From an optimization exercise on the open Yosys and OpenROAD flow, aimed at small area; shortcuts taken in it are not production practice. The RTL was checked by simulation tests, not by an equivalence proof against the original design. No activity file was given, so power comes from the tool's default toggle rates.

// systolic_array
module systolic_array
(
    input  logic                      clk_in,
    input  logic                      rst_in,
    input  logic                      load_weight_in,
    input  systolic_pkg::weight_t     weight_in,
    input  systolic_pkg::act_t  [3:0] act_col_in,
    input  systolic_pkg::psum_t [3:0] psum_row_in,
    output systolic_pkg::psum_t [3:0] psum_row_out,
    output systolic_pkg::act_t  [3:0] act_col_out
);
For scale: about 530 flip-flops, roughly 240 I/O pins, ~52000 um2 of cells after synthesis.
Settings: LEC_CHECK=0, CAP_MARGIN=0, CORE_MARGIN=2, CORE_UTILIZATION=70, GPL_TIMING_DRIVEN=0, SLEW_MARGIN=0, SYNTH_HIERARCHICAL=1; clock period 5.4 ns.
standard.sh (not shown) runs the stock make flow with config.mk's settings and CLKGATE_MAP_FILE= SYNTH_SCRIPT=/design/flow/synth_recipe.tcl, a recipe that flattens the netlist after the stock synthesis.
==> flow/flow/run.sh <==
#!/bin/bash
# Layout flow: the standard ORFS flow (standard.sh, standard synthesis
# unchanged) with layout-only changes:
#  - the buffers synthesis left are removed at floorplan (REMOVE_ABC_BUFFERS),
#    and global placement is not timing-driven; timing is repaired after CTS
#    as in the standard flow;
#  - the port buffers that placement inserts use the smallest buffer cell
#    (every input and output port still gets its own buffer);
#  - clock tree synthesis inserts no dummy loads, uses clkbuf_8 and clusters
#    up to 16 sinks within 80 um.
# make's full output goes to standard.log in the work folder; ORFS keeps each
# tool's own log under orfs/logs/.
set -euo pipefail
bash standard.sh \
    "REMOVE_ABC_BUFFERS=1" \
    "BUFFER_PORTS_ARGS=-buffer_cell sky130_fd_sc_hd__buf_1" \
    "CTS_ARGS=-sink_clustering_enable -repair_clock_nets -dont_use_dummy_load -buf_list sky130_fd_sc_hd__clkbuf_8 -sink_clustering_size 16 -sink_clustering_max_diameter 80" \
    finish > standard.log 2>&1
Edit:
--- a/flow/config.mk
+++ b/flow/config.mk
@@ -8,5 +8,5 @@
 export CAP_MARGIN = 0
 export CORE_MARGIN = 2
-export CORE_UTILIZATION = 70
+export CORE_UTILIZATION = 60
 export GPL_TIMING_DRIVEN = 0
 export SLEW_MARGIN = 0
The changed run completed with no timing, DRC or antenna violations. Sequential share of layout area decreases by 0.12 points. Total power increases by 0.91%. Non-clock buffer count is unchanged. Synthesized area is unchanged. Clock power increases by about 3%. Clock skew increases by 0.043 ns.
Edit:
==> flow/flow/run.sh (replaced) <==
#!/bin/bash
# Layout flow: the standard ORFS flow (standard.sh, standard synthesis
# unchanged) with two layout-only changes:
#  - the port buffers that placement inserts use the smallest buffer cell
#    (every input and output port still gets its own buffer);
#  - clock tree synthesis inserts no dummy loads.
# make's full output goes to standard.log in the work folder; ORFS keeps each
# tool's own log under orfs/logs/.
set -euo pipefail
bash standard.sh \
    "BUFFER_PORTS_ARGS=-buffer_cell sky130_fd_sc_hd__buf_1" \
    "CTS_ARGS=-sink_clustering_enable -repair_clock_nets -dont_use_dummy_load" \
    finish > standard.log 2>&1
--- a/flow/config.mk
+++ b/flow/config.mk
@@ -9,5 +9,4 @@
 export CORE_MARGIN = 2
 export CORE_UTILIZATION = 60
-export GPL_TIMING_DRIVEN = 0
 export SLEW_MARGIN = 0
 export SYNTH_HIERARCHICAL = 1
After rerunning:
- power grows by 5.6%
- setup slack gets better by 0.080 ns
- global-route usage grows by 0.97 points
- sequential cell count does not change
- count of clock-buffer cells in the layout grows by 13
- wire length grows by 2.4%
Edit:
--- a/flow/flow/run.sh
+++ b/flow/flow/run.sh
@@ -10,4 +10,4 @@
 bash standard.sh \
     "BUFFER_PORTS_ARGS=-buffer_cell sky130_fd_sc_hd__buf_1" \
-    "CTS_ARGS=-sink_clustering_enable -repair_clock_nets -dont_use_dummy_load" \
+    "CTS_ARGS=-sink_clustering_enable -repair_clock_nets -dont_use_dummy_load -sink_clustering_size 20 -sink_clustering_max_diameter 100" \
     finish > standard.log 2>&1
After rerunning: The new run passed the timing, design-rule and antenna checks. Synthesized area is unchanged. Routed wire length came out lower slightly. Sequential share of layout area increases by 0.26 points. Cell count falls slightly. Global-route usage falls by 0.14 points. Combinational power barely changes. Core utilization drops by 0.65 points.

-- static timing again, ports no longer ideal --
In the flow no input, the clock included, has a driving cell. The finished layouts below were timed again as built, in two steps. Step 1: set_driving_cell puts a clkbuf_16 on clk_in and a buf_2 on each other input, an assumption about the parent block. Step 2 adds t to the input delays and takes it off the output delays; t is the mean of the earliest and latest rising clock arrival at the registers after step 1. Input paths then give back, and output paths get back, about the clock's delay inside the block. a / b / c = ideal / step 1 / step 2; a / b = the first two.
run	t, ns	setup WS [ns]	worst hold slack (ns)	worst setup path after step 2	slew at the worst register clock pin (ns)
the first run	0.734	0.123 / 0.123 / 0.123	0.336 / 0.336 / 0.336	register to register	0.10 / 0.10
the second run	0.763	0.167 / 0.167 / 0.167	0.270 / 0.223 / 0.314	register to register	0.10 / 0.10
the third run	0.712	0.248 / 0.248 / 0.248	0.339 / 0.331 / 0.339	register to register	0.07 / 0.07
the fourth run	0.645	0.199 / 0.199 / 0.199	0.347 / 0.347 / 0.347	register to register	0.09 / 0.09
After both steps every run listed still meets setup and hold.
